This is an optimization exercise on Yosys and OpenROAD, whose aim is small area, a short achievable clock period and few clock cycles, not a production implementation.
The RTL was checked by simulation tests, not by an equivalence proof against the original design.
Power is estimated from default activity; no workload was simulated.

**config.mk**
```make
export PLATFORM = sky130hd
export DESIGN_NAME = otsu_threshold_finder_top
export DESIGN_NICKNAME = otsu_threshold_finder_top
export VERILOG_FILES = /design/flow/design.v
export SDC_FILE = /design/flow/constraint.sdc
export NUM_CORES = 4
export LEC_CHECK = 0
export ABC_CLOCK_PERIOD_IN_PS = 4000
export CAP_MARGIN = 20
export CELL_PAD_IN_SITES_DETAIL_PLACEMENT = 1
export CELL_PAD_IN_SITES_GLOBAL_PLACEMENT = 2
export CORE_MARGIN = 2
export CORE_UTILIZATION = 40
export PLACE_DENSITY = 0.5
export SLEW_MARGIN = 20
export SYNTH_MEMORY_MAX_BITS = 8192
```
**constraint.sdc**
```tcl
create_clock -name core_clock -period 12.0 [get_ports {clk_i}]
set_input_delay 2.4000 -clock core_clock [delete_from_list [all_inputs] [get_ports {clk_i}]]
set_output_delay 2.4000 -clock core_clock [all_outputs]
set_load 0.01 [all_outputs]
```
**design.v**
```verilog
`timescale 1ns / 1ps
`default_nettype none
package otsu_pkg;
  localparam int LEVEL_BITS = 8;
  localparam int QUEUE_DEPTH = 2;
  typedef struct packed {
    logic [LEVEL_BITS-1:0] bin;
    logic                  last;
  } otsu_item_t;
endpackage
`default_nettype wire
`timescale 1ns / 1ps
`default_nettype none
module otsu_mul #(
  parameter int TAG_W = 3
) (
  input  wire logic             clk_i,
  input  wire logic             rst_ni,
  input  wire logic [19:0]      a_i,
  input  wire logic [19:0]      b_i,
  input  wire logic [TAG_W-1:0] tag_i,
  output logic      [39:0]      p_o,
  output logic      [TAG_W-1:0] tag_o
);
  function automatic logic [59:0] csa10(input logic [19:0] a, input logic [9:0] b);
    logic [29:0] r [10];
    logic [29:0] s1 [7];
    logic [29:0] s2 [5];
    logic [29:0] s3 [4];
    logic [29:0] s4 [3];
    logic [29:0] s5 [2];
    for (int k = 0; k < 10; k++) r[k] = b[k] ? (30'(a) << k) : '0;
    s1[0] = r[0] ^ r[1] ^ r[2];
    s1[1] = ((r[0] & r[1]) | (r[0] & r[2]) | (r[1] & r[2])) << 1;
    s1[2] = r[3] ^ r[4] ^ r[5];
    s1[3] = ((r[3] & r[4]) | (r[3] & r[5]) | (r[4] & r[5])) << 1;
    s1[4] = r[6] ^ r[7] ^ r[8];
    s1[5] = ((r[6] & r[7]) | (r[6] & r[8]) | (r[7] & r[8])) << 1;
    s1[6] = r[9];
    s2[0] = s1[0] ^ s1[1] ^ s1[2];
    s2[1] = ((s1[0] & s1[1]) | (s1[0] & s1[2]) | (s1[1] & s1[2])) << 1;
    s2[2] = s1[3] ^ s1[4] ^ s1[5];
    s2[3] = ((s1[3] & s1[4]) | (s1[3] & s1[5]) | (s1[4] & s1[5])) << 1;
    s2[4] = s1[6];
    s3[0] = s2[0] ^ s2[1] ^ s2[2];
    s3[1] = ((s2[0] & s2[1]) | (s2[0] & s2[2]) | (s2[1] & s2[2])) << 1;
    s3[2] = s2[3];
    s3[3] = s2[4];
    s4[0] = s3[0] ^ s3[1] ^ s3[2];
    s4[1] = ((s3[0] & s3[1]) | (s3[0] & s3[2]) | (s3[1] & s3[2])) << 1;
    s4[2] = s3[3];
    s5[0] = s4[0] ^ s4[1] ^ s4[2];
    s5[1] = ((s4[0] & s4[1]) | (s4[0] & s4[2]) | (s4[1] & s4[2])) << 1;
    csa10 = {s5[1], s5[0]};
  endfunction
  logic [59:0]      lo_q, hi_q;
  logic [39:0]      p_q;
  logic [TAG_W-1:0] t1_q, t2_q;
  logic [39:0] r0, r1, r2, r3, m0, m1, n0, n1;
  assign r0 = 40'(lo_q[29:0]);
  assign r1 = 40'(lo_q[59:30]);
  assign r2 = {hi_q[29:0], 10'b0};
  assign r3 = {hi_q[59:30], 10'b0};
  assign m0 = r0 ^ r1 ^ r2;
  assign m1 = ((r0 & r1) | (r0 & r2) | (r1 & r2)) << 1;
  assign n0 = m0 ^ m1 ^ r3;
  assign n1 = ((m0 & m1) | (m0 & r3) | (m1 & r3)) << 1;
  always_ff @(posedge clk_i) begin
    lo_q <= csa10(a_i, b_i[9:0]);
    hi_q <= csa10(a_i, b_i[19:10]);
    p_q  <= n0 + n1;
  end
  always_ff @(posedge clk_i or negedge rst_ni) begin
    if (!rst_ni) begin
      t1_q <= '0;
      t2_q <= '0;
    end else begin
      t1_q <= tag_i;
      t2_q <= t1_q;
    end
  end
  assign p_o   = p_q;
  assign tag_o = t2_q;
endmodule
`default_nettype wire
`timescale 1ns / 1ps
`default_nettype none
module otsu_back (
  input  wire logic        clk_i,
  input  wire logic        rst_ni,
  input  wire logic        go_i,
  input  wire logic [27:0] ntot_i,
  input  wire logic [35:0] stot_i,
  output logic             addr_ld_o,
  output logic      [7:0]  addr_o,
  input  wire logic [19:0] rdata_i,
  output logic             active_o,
  output logic             done_o,
  output logic      [7:0]  res_o,
  input  wire logic        ack_i
);
  function automatic logic [25:0] norm62(input logic [61:0] x);
    logic [5:0]  pos;
    logic [61:0] sh;
    pos = '0;
    for (int i = 0; i < 62; i++) if (x[i]) pos = 6'(i);
    sh = x << (6'd61 - pos);
    norm62 = {pos, sh[61:42]};
  endfunction
  logic        active_q;
  logic [8:0]  kf_q;
  logic        hv_q;
  logic [19:0] h_q;
  logic [7:0]  hk_q;
  logic        consume, fetch;
  assign active_o  = active_q;
  assign fetch     = active_q && !kf_q[8] && (!hv_q || consume);
  assign addr_ld_o = go_i || fetch;
  assign addr_o    = go_i ? 8'd0 : kf_q[7:0] + 8'd1;
  logic signed [36:0] tau_q;
  logic signed [63:0] e_q;
  logic signed [57:0] p_q;
  logic signed [29:0] m_q;              
  logic signed [29:0] g_q;              
  logic [19:0]        hrem_q;
  logic [1:0]         dig_q;
  logic               dig_q_v, scan_end_q;
  logic [7:0]         dk_q;
  logic signed [41:0] ppe_q;
  logic signed [34:0] ppp_q;
  logic               ppv_q, ppl_q;
  logic [1:0]         ppsh_q;
  logic [7:0]         ppk_q;
  logic signed [63:0] ae_q;
  logic signed [57:0] ap_q;
  logic               av_q, al_q;
  logic [7:0]         ak_q;
  logic               nv_q;
  logic [7:0]         nk_q;
  logic        x_v_q, xz_q;
  logic [7:0]  xk_q;
  logic [19:0] xdm_q, xpm_q;
  logic [5:0]  xde_q, xpe_q;
  logic dstall, front_en, handoff;
  assign dstall   = av_q && x_v_q && !handoff;
  assign front_en = !dig_q_v && !scan_end_q && !dstall;
  assign consume  = active_q && hv_q && front_en;
  logic [25:0] ne, np;
  assign ne = norm62(e_q[61:0]);
  assign np = norm62({6'b0, p_q[55:0]});
  logic [61:0] bu_q [2];
  logic [55:0] bp_q [2];
  logic [19:0] bwm_q [2];
  logic [6:0]  bwe_q [2];
  logic [19:0] bpm_q [2];
  logic [5:0]  bpe_q [2];
  logic [7:0]  bk_q [2];
  logic        bz_q [2];
  logic        ptr_q;
  logic        fl_busy_q, apply_q, gt_q, amb_q;
  logic [2:0]  fo_q;
  logic        fb_q;
  logic apply_flip, fl_ready, ptr_nx, cand;
  assign apply_flip = apply_q && !amb_q && gt_q;
  assign fl_ready   = (!fl_busy_q && !apply_q && !fb_q) || (apply_q && !amb_q);
  assign ptr_nx     = ptr_q ^ apply_flip;
  assign handoff    = x_v_q && fl_ready;
  assign cand       = ~ptr_q;
  logic [19:0] mul_a, mul_b;
  logic [2:0]  mul_tag, mtag;
  logic [39:0] prod;
  otsu_mul #(.TAG_W(3)) u_mul (
    .clk_i  (clk_i),
    .rst_ni (rst_ni),
    .a_i    (mul_a),
    .b_i    (mul_b),
    .tag_i  (mul_tag),
    .p_o    (prod),
    .tag_o  (mtag)
  );
  logic [19:0] prod_m;
  logic        prod_t;
  assign prod_t = prod[39];
  assign prod_m = prod_t ? prod[39:20] : prod[38:19];
  localparam logic [2:0] C_LT = 3'd0, C_M1 = 3'd1, C_Z = 3'd2, C_P1 = 3'd3, C_GT = 3'd4;
  function automatic logic [2:0] eclass(input logic signed [9:0] d);
    if (d >= 10'sd2)       eclass = C_GT;
    else if (d == 10'sd1)  eclass = C_P1;
    else if (d == 10'sd0)  eclass = C_Z;
    else if (d == -10'sd1) eclass = C_M1;
    else                   eclass = C_LT;
  endfunction
  logic [7:0]        re_c, lb_c;
  logic signed [9:0] ed0;
  logic [21:0]       r1x;
  assign re_c = 8'(bwe_q[ptr_q]) + 8'(bpe_q[cand]) + 8'(prod_t);
  assign lb_c = 8'(bwe_q[cand]) + 8'(bpe_q[ptr_q]);
  assign ed0  = signed'({2'b0, lb_c}) - signed'({2'b0, re_c});
  assign r1x  = {2'b0, prod_m};
  logic [2:0]  cls0_q, cls1_q;
  logic [21:0] thi_q, tlo_q;
  logic [2:0]  cls;
  logic [22:0] lx, thi, tlo;
  logic        f_gt, f_lt;
  assign cls = prod_t ? cls1_q : cls0_q;
  assign lx  = (cls == C_P1) ? {2'b0, prod_m, 1'b0} : {3'b0, prod_m};
  assign thi = (cls == C_M1) ? {thi_q, 1'b0} : {1'b0, thi_q};
  assign tlo = (cls == C_M1) ? {tlo_q, 1'b0} : {1'b0, tlo_q};
  assign f_gt = cls == C_GT || (cls != C_LT && lx >= thi);
  assign f_lt = cls == C_LT || (cls != C_GT && lx <= tlo);
  logic        fbe_q;             
  logic [1:0]  fbw_q;
  logic [3:0]  col_q, cmax_q;
  logic        side_q;
  logic [1:0]  fi_q, fl_q, imax_q, lmax_q;
  logic [2:0]  ph_q;
  logic signed [71:0] acc_q;
  logic        nz_q;
  logic [19:0] xa_q, xb_q, pq_q, ahi_q;
  logic        tneg_q;
  logic        fb_fin, fb_gt, fb_start;
  assign fb_start = apply_q && amb_q;
  assign fb_fin   = fb_q && col_q == cmax_q + 4'd1;
  assign fb_gt    = (!acc_q[71] && acc_q != '0) || (acc_q == '0 && nz_q);
  logic [79:0] fx;
  logic [59:0] fp;
  logic [3:0]  fj;
  logic [19:0] lxi, lxj, lpl;
  logic        fvalid;
  assign fx     = {18'b0, bu_q[ptr_q ^ ~side_q]};
  assign fp     = {4'b0, bp_q[ptr_q ^ side_q]};
  assign fj     = col_q - 4'(fi_q) - 4'(fl_q);
  assign lxi    = fx[20*fi_q +: 20];
  assign lxj    = fx[20*fj[1:0] +: 20];
  assign lpl    = fp[20*fl_q +: 20];
  assign fvalid = !fj[3] && fj[2:0] <= 3'd3 && lxi != '0 && lxj != '0 && lpl != '0;
  logic [61:0] uor;
  logic [55:0] por;
  logic [1:0]  imax_c, lmax_c;
  assign uor    = bu_q[0] | bu_q[1];
  assign por    = bp_q[0] | bp_q[1];
  assign imax_c = (uor[61:60] != '0) ? 2'd3 : (uor[59:40] != '0) ? 2'd2 :
                  (uor[39:20] != '0) ? 2'd1 : 2'd0;
  assign lmax_c = (por[55:40] != '0) ? 2'd2 : (por[39:20] != '0) ? 2'd1 : 2'd0;
  always_comb begin
    mul_a   = '0;
    mul_b   = '0;
    mul_tag = '0;
    if (fb_q) begin
      case (ph_q)
        3'd1: begin mul_a = xa_q; mul_b = xb_q; end
        3'd3: begin mul_a = prod[19:0]; mul_b = pq_q; mul_tag = {1'b1, 1'b0, tneg_q}; end
        3'd4: begin mul_a = ahi_q; mul_b = pq_q; mul_tag = {1'b1, 1'b1, tneg_q}; end
        default: ;
      endcase
    end else if (handoff) begin
      mul_a = xdm_q;
      mul_b = xdm_q;
    end else if (fl_busy_q) begin
      case (fo_q)
        3'd1: begin mul_a = bwm_q[ptr_q]; mul_b = bpm_q[cand]; end
        3'd2: begin mul_a = prod_m; mul_b = bpm_q[ptr_q]; end
        default: ;
      endcase
    end
  end
  logic idle_all;
  assign idle_all = scan_end_q && !dig_q_v && !ppv_q && !av_q && !nv_q && !x_v_q &&
                    !fl_busy_q && !apply_q && !fb_q;
  assign done_o   = active_q && idle_all;
  assign res_o    = bk_q[ptr_q];
  always_ff @(posedge clk_i or negedge rst_ni) begin
    if (!rst_ni) begin
      active_q   <= 1'b0;
      kf_q       <= '0;
      hv_q       <= 1'b0;
      scan_end_q <= 1'b1;
      dig_q_v    <= 1'b0;
      ppv_q      <= 1'b0;
      av_q       <= 1'b0;
      nv_q       <= 1'b0;
      x_v_q      <= 1'b0;
      fl_busy_q  <= 1'b0;
      apply_q    <= 1'b0;
      fo_q       <= '0;
      fb_q       <= 1'b0;
      ptr_q      <= 1'b0;
    end else if (go_i) begin
      active_q   <= 1'b1;
      kf_q       <= '0;
      hv_q       <= 1'b0;
      scan_end_q <= 1'b0;
      dig_q_v    <= 1'b0;
      ppv_q      <= 1'b0;
      av_q       <= 1'b0;
      nv_q       <= 1'b0;
      x_v_q      <= 1'b0;
      fl_busy_q  <= 1'b0;
      apply_q    <= 1'b0;
      fo_q       <= '0;
      fb_q       <= 1'b0;
      ptr_q      <= 1'b0;
    end else begin
      if (ack_i) active_q <= 1'b0;
      if (consume) hv_q <= 1'b0;
      if (fetch) begin
        hv_q <= 1'b1;
        kf_q <= kf_q + 1'b1;
      end
      if (consume && hk_q == 8'd255) scan_end_q <= 1'b1;
      if (!dstall) begin
        if (consume && h_q != '0) dig_q_v <= 1'b1;
        else if (dig_q_v && hrem_q[19:5] == '0) dig_q_v <= 1'b0;
        ppv_q <= dig_q_v;
        av_q  <= ppv_q;
        nv_q  <= av_q && al_q;
      end
      if (nv_q) x_v_q <= 1'b1;
      else if (handoff) x_v_q <= 1'b0;
      apply_q <= fl_busy_q && fo_q == 3'd4;
      if (handoff) begin
        fl_busy_q <= 1'b1;
        fo_q      <= 3'd1;
      end else if (fl_busy_q) begin
        if (fo_q == 3'd4) fl_busy_q <= 1'b0;
        else fo_q <= fo_q + 1'b1;
      end
      if (apply_flip) ptr_q <= ~ptr_q;
      if (fb_start) fb_q <= 1'b1;
      if (fb_fin) begin
        fb_q <= 1'b0;
        if (fb_gt) ptr_q <= ~ptr_q;
      end
    end
  end
  always_ff @(posedge clk_i) begin
    if (fetch) begin
      h_q  <= rdata_i;
      hk_q <= kf_q[7:0];
    end
    if (go_i) begin
      tau_q <= signed'({1'b0, stot_i});
      m_q   <= signed'({2'b0, ntot_i});
      e_q   <= '0;
      p_q   <= '0;
    end else if (!dstall) begin
      if (consume) begin
        if (h_q == '0) begin
          tau_q <= tau_q - signed'({9'b0, ntot_i});
        end else begin
          g_q    <= m_q - signed'({10'b0, h_q});
          m_q    <= m_q - signed'({9'b0, h_q, 1'b0});
          hrem_q <= h_q;
          dig_q  <= '0;
          dk_q   <= hk_q;
        end
      end
      if (dig_q_v) begin
        ppe_q  <= tau_q * signed'({1'b0, hrem_q[4:0]});
        ppp_q  <= g_q * signed'({1'b0, hrem_q[4:0]});
        ppsh_q <= dig_q;
        ppl_q  <= hrem_q[19:5] == '0;
        ppk_q  <= dk_q;
        hrem_q <= hrem_q >> 5;
        dig_q  <= dig_q + 1'b1;
        if (hrem_q[19:5] == '0) tau_q <= tau_q - signed'({9'b0, ntot_i});
      end
      if (ppv_q) begin
        ae_q <= 64'(ppe_q) <<< (5 * ppsh_q);
        ap_q <= 58'(ppp_q) <<< (5 * ppsh_q);
        al_q <= ppl_q;
        ak_q <= ppk_q;
      end
      if (av_q) begin
        e_q <= e_q + ae_q;
        p_q <= p_q + ap_q;
        nk_q <= ak_q;
      end
    end
    if (nv_q) begin
      xz_q  <= e_q == '0;
      xk_q  <= nk_q;
      xde_q <= ne[25:20];
      xdm_q <= ne[19:0];
      xpe_q <= np[25:20];
      xpm_q <= np[19:0];
    end
  end
  always_ff @(posedge clk_i) begin
    if (go_i) begin
      bz_q[0] <= 1'b1;
      bk_q[0] <= '0;
    end else begin
      if (handoff) begin
        bu_q[~ptr_nx]  <= e_q[61:0];
        bp_q[~ptr_nx]  <= p_q[55:0];
        bpm_q[~ptr_nx] <= xpm_q;
        bpe_q[~ptr_nx] <= xpe_q;
        bk_q[~ptr_nx]  <= xk_q;
        bz_q[~ptr_nx]  <= xz_q;
        bwe_q[~ptr_nx] <= {xde_q, 1'b0};
      end
      if (fl_busy_q && fo_q == 3'd2) begin
        bwm_q[cand] <= prod_m;
        bwe_q[cand] <= bwe_q[cand] + 7'(prod_t);
      end
      if (fl_busy_q && fo_q == 3'd3) begin
        cls0_q <= eclass(ed0);
        cls1_q <= eclass(ed0 + 10'sd1);
        thi_q  <= r1x + 22'(r1x[21:16]) + 22'd1;
        tlo_q  <= r1x - 22'(r1x[21:16]) - 22'd1;
      end
      if (fl_busy_q && fo_q == 3'd4) begin
        gt_q  <= !bz_q[cand] && (bz_q[ptr_q] || f_gt);
        amb_q <= !bz_q[cand] && !bz_q[ptr_q] && !f_gt && !f_lt;
      end
    end
  end
  logic [1:0] nfl, nfi;
  logic       nside, ncol_end;
  always_comb begin
    nfl      = fl_q;
    nfi      = fi_q;
    nside    = side_q;
    ncol_end = 1'b0;
    if (fl_q != lmax_q) begin
      nfl = fl_q + 1'b1;
    end else begin
      nfl = '0;
      if (fi_q != imax_q) begin
        nfi = fi_q + 1'b1;
      end else begin
        nfi      = '0;
        nside    = ~side_q;
        ncol_end = side_q;
      end
    end
  end
  logic fb_adv;
  assign fb_adv = fb_q && !fb_fin && !fbe_q && ((ph_q == 3'd0 && !fvalid) || ph_q == 3'd4);
  always_ff @(posedge clk_i or negedge rst_ni) begin
    if (!rst_ni) begin
      imax_q <= '0;
      lmax_q <= '0;
      cmax_q <= '0;
      fbe_q  <= 1'b0;
      fbw_q  <= '0;
      col_q  <= '0;
      side_q <= 1'b0;
      fi_q   <= '0;
      fl_q   <= '0;
      ph_q   <= '0;
    end else if (fb_start) begin
      imax_q <= imax_c;
      lmax_q <= lmax_c;
      cmax_q <= {1'b0, imax_c, 1'b0} + {2'b0, lmax_c};
      fbe_q  <= 1'b0;
      fbw_q  <= '0;
      col_q  <= '0;
      side_q <= 1'b0;
      fi_q   <= '0;
      fl_q   <= '0;
      ph_q   <= '0;
    end else if (fb_q && !fb_fin) begin
      if (fbe_q) begin
        fbw_q <= fbw_q + 1'b1;
        if (fbw_q == 2'd2) begin
          fbe_q <= 1'b0;
          fbw_q <= '0;
          col_q <= col_q + 1'b1;
        end
      end else if (fb_adv) begin
        ph_q   <= '0;
        fl_q   <= nfl;
        fi_q   <= nfi;
        side_q <= nside;
        fbe_q  <= ncol_end;
      end else begin
        ph_q <= ph_q + 1'b1;
      end
    end
  end
  always_ff @(posedge clk_i) begin
    if (fb_q && !fbe_q && ph_q == 3'd0) begin
      xa_q   <= lxi;
      xb_q   <= lxj;
      pq_q   <= lpl;
      tneg_q <= side_q;
    end
    if (fb_q && !fbe_q && ph_q == 3'd3) ahi_q <= prod[39:20];
    if (fb_start) begin
      acc_q <= '0;
      nz_q  <= 1'b0;
    end else if (fb_q && fbe_q && fbw_q == 2'd2) begin
      nz_q  <= nz_q | (acc_q[19:0] != '0);
      acc_q <= acc_q >>> 20;
    end else if (mtag[2]) begin
      if (mtag[0]) acc_q <= acc_q - (72'(prod) << (mtag[1] ? 20 : 0));
      else         acc_q <= acc_q + (72'(prod) << (mtag[1] ? 20 : 0));
    end
  end
endmodule
`default_nettype wire
`timescale 1ns / 1ps
`default_nettype none
module otsu_threshold_finder_top #(
  parameter int LEVELS     = 256,
  parameter int COUNT_BITS = 20
) (
  input  wire logic                  clk_i,
  input  wire logic                  rst_ni,
  input  wire logic                  in_valid_i,
  output logic                       in_stall_o,
  input  wire logic [otsu_pkg::LEVEL_BITS-1:0] pixel_i,
  input  wire logic                  last_pixel_i,
  output logic                       out_valid_o,
  input  wire logic                  out_stall_i,
  output logic [otsu_pkg::LEVEL_BITS-1:0]      threshold_o
);
  localparam int CW = 20;
  logic [255:0][CW-1:0] hist_q;
  logic          in_stall_q, clr_q;
  logic          v0_q, last0_q, v1_q, last1_q, v2_q, last2_q, go_q;
  logic [7:0]    p0_q, p1_q, p2_q;
  logic [CW-1:0] r1_q, rd, wdata, w2_q;
  logic          inc, inc2_q;
  logic [27:0]   ntot_q;
  logic [35:0]   stot_q;
  logic [7:0]    raddr, s_addr, s_res;
  logic          s_addr_ld;
  logic          s_active, s_done, s_ack;
  logic          out_valid_q;
  logic [7:0]    thr_q;
  logic          take;
  assign take = in_valid_i & ~in_stall_q;
  always_ff @(posedge clk_i or negedge rst_ni) begin
    if (!rst_ni) begin
      v0_q       <= 1'b0;
      v1_q       <= 1'b0;
      v2_q       <= 1'b0;
      go_q       <= 1'b0;
      in_stall_q <= 1'b0;
      clr_q      <= 1'b1;
    end else begin
      v0_q  <= take;
      v1_q  <= v0_q;
      v2_q  <= v1_q;
      go_q  <= v2_q & last2_q;
      clr_q <= s_ack;
      if (take && last_pixel_i) begin
        in_stall_q <= 1'b1;
      end else if (s_ack) begin
        in_stall_q <= 1'b0;
      end
    end
  end
  always_ff @(posedge clk_i) begin
    if (take) begin
      p0_q    <= pixel_i;
      last0_q <= last_pixel_i;
    end else if (s_addr_ld) begin
      p0_q    <= s_addr;
    end
    p1_q    <= p0_q;
    last1_q <= last0_q;
    if (v1_q && p1_q == p0_q) begin
      r1_q <= wdata;
    end else if (v2_q && p2_q == p0_q) begin
      r1_q <= w2_q;
    end else begin
      r1_q <= rd;
    end
    p2_q    <= p1_q;
    last2_q <= last1_q;
    w2_q    <= wdata;
    inc2_q  <= inc;
  end
  assign inc   = r1_q != '1;
  assign wdata = inc ? r1_q + 1'b1 : r1_q;
  always_ff @(posedge clk_i) begin
    if (clr_q) begin
      ntot_q <= '0;
      stot_q <= '0;
    end else if (v2_q && inc2_q) begin
      ntot_q <= ntot_q + 1'b1;
      stot_q <= stot_q + 36'(p2_q);
    end
  end
  always_ff @(posedge clk_i) begin
    for (int w = 0; w < 256; w++) begin
      if (clr_q || (v2_q && p2_q == 8'(w))) begin
        hist_q[w] <= clr_q ? '0 : w2_q;
      end
    end
  end
  assign raddr = p0_q;
  logic [15:0]   dlo, dhi;
  logic [CW-1:0] grp [16];
  always_comb begin
    for (int i = 0; i < 16; i++) begin
      dlo[i] = raddr[3:0] == 4'(i);
      dhi[i] = raddr[7:4] == 4'(i);
    end
    for (int j = 0; j < 16; j++) begin
      grp[j] = '0;
      for (int i = 0; i < 16; i++) grp[j] = grp[j] | (hist_q[16*j+i] & {CW{dlo[i]}});
    end
    rd = '0;
    for (int j = 0; j < 16; j++) rd = rd | (grp[j] & {CW{dhi[j]}});
  end
  otsu_back u_back (
    .clk_i    (clk_i),
    .rst_ni   (rst_ni),
    .go_i     (go_q),
    .ntot_i   (ntot_q),
    .stot_i   (stot_q),
    .addr_ld_o(s_addr_ld),
    .addr_o   (s_addr),
    .rdata_i  (rd),
    .active_o (s_active),
    .done_o   (s_done),
    .res_o    (s_res),
    .ack_i    (s_ack)
  );
  assign s_ack = s_done && (!out_valid_q || !out_stall_i);
  always_ff @(posedge clk_i or negedge rst_ni) begin
    if (!rst_ni) begin
      out_valid_q <= 1'b0;
    end else if (s_ack) begin
      out_valid_q <= 1'b1;
    end else if (!out_stall_i) begin
      out_valid_q <= 1'b0;
    end
  end
  always_ff @(posedge clk_i) begin
    if (s_ack) begin
      thr_q <= s_res;
    end
  end
  assign in_stall_o  = in_stall_q;
  assign out_valid_o = out_valid_q;
  assign threshold_o = thr_q;
endmodule
`default_nettype wire
```
**flow/run.sh**
```bash
#!/bin/bash
set -euo pipefail
MARGIN=7
sed "s|\"\${@:-finish}\"|SETUP_SLACK_MARGIN=${MARGIN} \"\${@:-finish}\"|" standard.sh > standard_margin.sh
grep -q "SETUP_SLACK_MARGIN=${MARGIN}" standard_margin.sh
bash standard_margin.sh > flow_make.log 2>&1
test -f out/final.def
```
**standard.sh**
```bash
#!/bin/bash
# synth_recipe.tcl (not shown) runs the flow's synth.tcl, then flattens the netlist and writes it again
# the make line also repeats each setting of config.mk as NAME=value (left out here)
make -C /OpenROAD-flow-scripts/flow DESIGN_CONFIG=/design/flow/config.mk WORK_HOME=/design/flow/orfs CLKGATE_MAP_FILE= SYNTH_SCRIPT=/design/flow/synth_recipe.tcl "${@:-finish}"
```
==> results.txt <==
worst max-delay path, delay by kind of cell (launching register included):
family                     cells  cell delay, ps
adders and majority gates      6            2530
buffers and inverters         10            1250
AOI/OAI and AO/OA              4             840
DFF                            1             430
and+or+nand+nor                2             170
sequential cells by signal, indices dropped and copies added, names as in the netlist, 36 cells and up:
signal / count
hist_q: 5120
stot_q: 36
u_back.acc_q: 72
u_back.ae_q: 57
u_back.ap_q: 50
u_back.bp_q: 112
u_back.bpm_q: 40
u_back.bu_q: 124
u_back.bwm_q: 40
u_back.e_q: 64
u_back.p_q: 56
u_back.ppe_q: 42
u_back.tau_q: 37
u_back.u_mul.hi_q: 53
u_back.u_mul.lo_q: 53
u_back.u_mul.p_q: 40
what timing repair did:
action | 4_1_cts | 5_1_grt
cloned | 44 | 13
setup endpoints to repair | 325 | 236
gates resized for setup | 851 | 572
hold buffers | 0 | 0
pin swaps | 287 | 344
setup buffers | 326 | 127
power by group:
group	internal [W]	leakage (nW)	switching [W]	total, W
logic	0.0190	46.7	0.0335	0.0525
clock network	0.0124	11.1	0.00951	0.0219
registers	0.0308	59.8	0.00289	0.0337
area by class of cell:
class                   instances  area (um2)
clock buffers                 931       19400
clock inverters               391        3440
inverters                     749        2870
well taps                    9577       12000
multi-input cells           11659       96900
diodes                         14        35.0
repair buffers               1254       13000
fillers                     70158      382000
flip-flops and latches       6578      193000
cell usage in the layout, fill, tap and decap left out, types with 153 or more instances in the layout:
cell type / count
edfxtp_1: 6054
a22oi_1: 981
nand2_1: 975
buf_4: 917
nor2_1: 885
a221oi_1: 818
a22o_1: 818
clkbuf_16: 752
inv_1: 658
a21oi_1: 608
ha_1: 561
mux2i_1: 475
fa_1: 443
dfxtp_1: 436
o21ai_0: 348
xnor2_1: 325
and3_1: 308
a21o_1: 286
nand3_1: 281
a31oi_1: 253
and2_1: 226
xor2_1: 202
clkinv_1: 173
clkbuf_1: 172
nor3_1: 171
nand4_1: 161
buf_12: 156
nor4_1: 153
kinds of logic (layout without fill, tap and decap cells):
| family | after synthesis | after routing | share of synthesized area [%] |
|---|---|---|---|
| XOR/XNOR | 550 | 550 | 1.67 |
| other | 1 | 15 | 0.00129 |
| flip-flops | 6578 | 6578 | 66.4 |
| AO/OA/AOI/OAI | 5278 | 5291 | 13.4 |
| AND/OR/NAND/NOR | 3926 | 3926 | 6.54 |
| buffers and inverters | 1900 | 3325 | 2.49 |
| adder cells (fa/ha/maj) | 1169 | 1169 | 6.48 |
| multiplexers | 722 | 722 | 3.02 |
per-layer routing:
metal	wire length (um)	global-route usage [%]
met1	506000	43.2
met4	55700	11.9
met5	201	0
met2	547000	50.7
met3	66000	3.95
worst max path at each step:
stage                               startpoint               endpoint  cells past startpoint
after floorplan           u_back.u_mul.t2_q[1]       u_back.acc_q[71]                     27
after global placement    u_back.u_mul.t2_q[1]       u_back.acc_q[71]                     23
after detailed placement  u_back.u_mul.t2_q[1]       u_back.acc_q[70]                     24
after CTS                     u_back.hrem_q[1]       u_back.ppp_q[33]                     22
after global routing            u_back.fo_q[1]  u_back.u_mul.lo_q[13]                     22
final                           u_back.fo_q[1]  u_back.u_mul.lo_q[10]                     22
per-stage QoR:
step	worst slack, ps	power (W)	utilization (%)	std cells	instance area, um2
2_1_floorplan	6130	0.0593	-	20124	290000
4_1_cts	6680	0.106	46.6	30997	337000
3_3_place_gp	4850	0.0782	42.3	29300	305000
5_1_grt	6510	0.113	47.1	31142	340000
6_report	6610	0.108	47.1	31153	340000
3_5_place_dp	4820	0.0785	42.3	29305	306000
==> flow_summary_export.csv <==
group,metric,value,unit
status,status,"finished clean",
hold_path,holdPathStages,0,
route,via_per_inst,6.15,
hold_path,hold_path.class,"flop to flop",
flow_run,maxCapViolCount,0,
timing,setup_tns,0,ps
synth,synth-edff-count,6054,
timing,whs,324,ps
floorplanning,die_h,855,um
timing,relSlewSlack,5.17,%
hold_path,hp-start,"u_back.u_mul.lo_q[5]",
timing,setup_violations,0,
synth,synth_top_cell_by_area,"edfxtp_1",
route,detail-route-antenna-nets,0,
synth,syn-num-nets,21306,
worst_setup_path,worst-path-max-fanout,5,
timing,final-hold-violation-count,0,
timing,fin_crit_sh,44.9,%
clocking,cts_tree,"built",
global_routing,grt_usage,31.3,%
floorplanning,pin_count,23,
worst_setup_path,cpMostUsedCell,"buf_12",
clocking,clock_path_buffers,4,
route,num_vias,191643,
place,dp_hpwl,717,mm
route,wl_per_cell,37.7,um
synth,synthArstFlopShare,0.897,%
synth,synth_common_cells,"edfxtp_1 (6054), nor2_1 (1037), nand2_1 (1033)",
worst_setup_path,critPathKind,"flop to flop",
synth,synth_area,290000,um2
route,drc,0,
clocking,cts_sinks,6578,
power_and_ir_drop,p_leak,118,nW
synth,ys_warn_count,16,
timing,maxSlewViolCount,0,
global_routing,antenna_found_initial,72,
worst_setup_path,crit_required,12960,ps
route,dr.pass1.iters,6,
global_routing,grt_first_pass_wirelength,1610,mm
global_routing,grt_pass1_vias,194107,
floorplanning,fp.dieW,855,um
timing,rsz0062_at_grt,"yes",
synth,synth_top_area_share,62.7,%
global_routing,overflow,0,
synth,syn-instance-count,20124,
worst_setup_path,cpPeakStageDelay,550,ps
timing,period_minus_slack,5390,ps
timing,timing.clock.skew,90.1,ps
worst_setup_path,slowest_stage,"fa_1",
synth,yosysSeqAreaShare,66.4,%
worst_setup_path,rr_endpoint,"u_back.u_mul.lo_q[10]",
synth,synth_flop_cell,"edfxtp_1",
clocking,cts_buffers,725,
worst_setup_path,critPathCaptureType,"flop",
timing,max_freq,185,MHz
power_and_ir_drop,power_density,318,nW/um2
worst_setup_path,crit_path_start_kind,"flop",
place,place.port_buffers,22,
floorplanning,core_area,722000,um2
worst_setup_path,worst-r2r-setup-slack,6610,ps
floorplanning,row_count,312,
power_and_ir_drop,ir_worst_vdd,0.000283,V
hold_path,hold_path_end,"u_back.u_mul.p_q[5]",
timing,worst_slew_pin_slew,1420,ps
synth,ys_ff_latch,6578,
worst_setup_path,path_cells,"buf_6 -> ha_4 -> nor2b_4 -> buf_12 -> buf_16 -> buf_12 -> a221oi_4 -> a21oi_4 -> a221oi_4 -> buf_12 -> a31o_4 -> buf_12 -> buf_16 -> buf_6 -> nor2_4 -> fa_2 -> fa_1 -> inv_1 -> fa_2 -> inv_1 -> fa_1 -> fa_2",
floorplanning,initial_core_util,40.2,%
cells_and_area,area_growth_syn_to_layout,17.3,%
cells_and_area,drive_above_1_share,17.2,%
synth,synth.most_common_cell,"edfxtp_1",
synth,ys_top_cells_by_area,"edfxtp_1 (63%), fa_1 (3.8%), dfxtp_1 (3.2%)",
worst_setup_path,reg2reg_depth,22,
floorplanning,die_area,732000,um2
global_routing,grt_max_degree,197,
synth,synth.avg_cell_area,14.4,um2
route,drt_iter0_drc,19490,
clocking,htreeDepth,6,
route,wirelength,1170,mm
worst_setup_path,arrival,6360,ps
worst_setup_path,r2r-start,"u_back.fo_q[1]",
clocking,path_clk_slew,60,ps
place,gp_congestion,0.863,
clocking,clkLatencyLatePin,1170,ps
cells_and_area,fin_nets,22149,
clocking,root_buffer,"clkbuf_16",
synth,synth.distinct_cells,104,
Testbench counts, summed over its fixed seeds: cycles 299,713.

-- re-timing with driven ports --
How much do the figures lean on ideal ports? The routed layout below was timed once more, with nothing changed but the port constraints. Step 1 sets driving cells, clkbuf_16 on the clock port and buf_2 on the other inputs (assumed; they add their load-dependent delay and slew). Step 2 times the ports against the registers' clock, not the clock port: input delays grow and output delays shrink by t, the midpoint of the rising clock arrivals with the driver on. a / b / c = no drivers / after step 1 / after step 2; a / b = the first two.
t, ns: 1.272
setup WS [ns]: 6.606 / 6.606 / 6.606
clock arrival spread, ns: 0.103 / 0.103
slew at the worst register clock pin (ns): 0.07 / 0.07
cell pins on the clock port's net: 1
After both steps setup and hold are still met in this run. For this run, drivers alone change the setup slack by 0.000 ns; drivers and shift together by 0.000 ns.
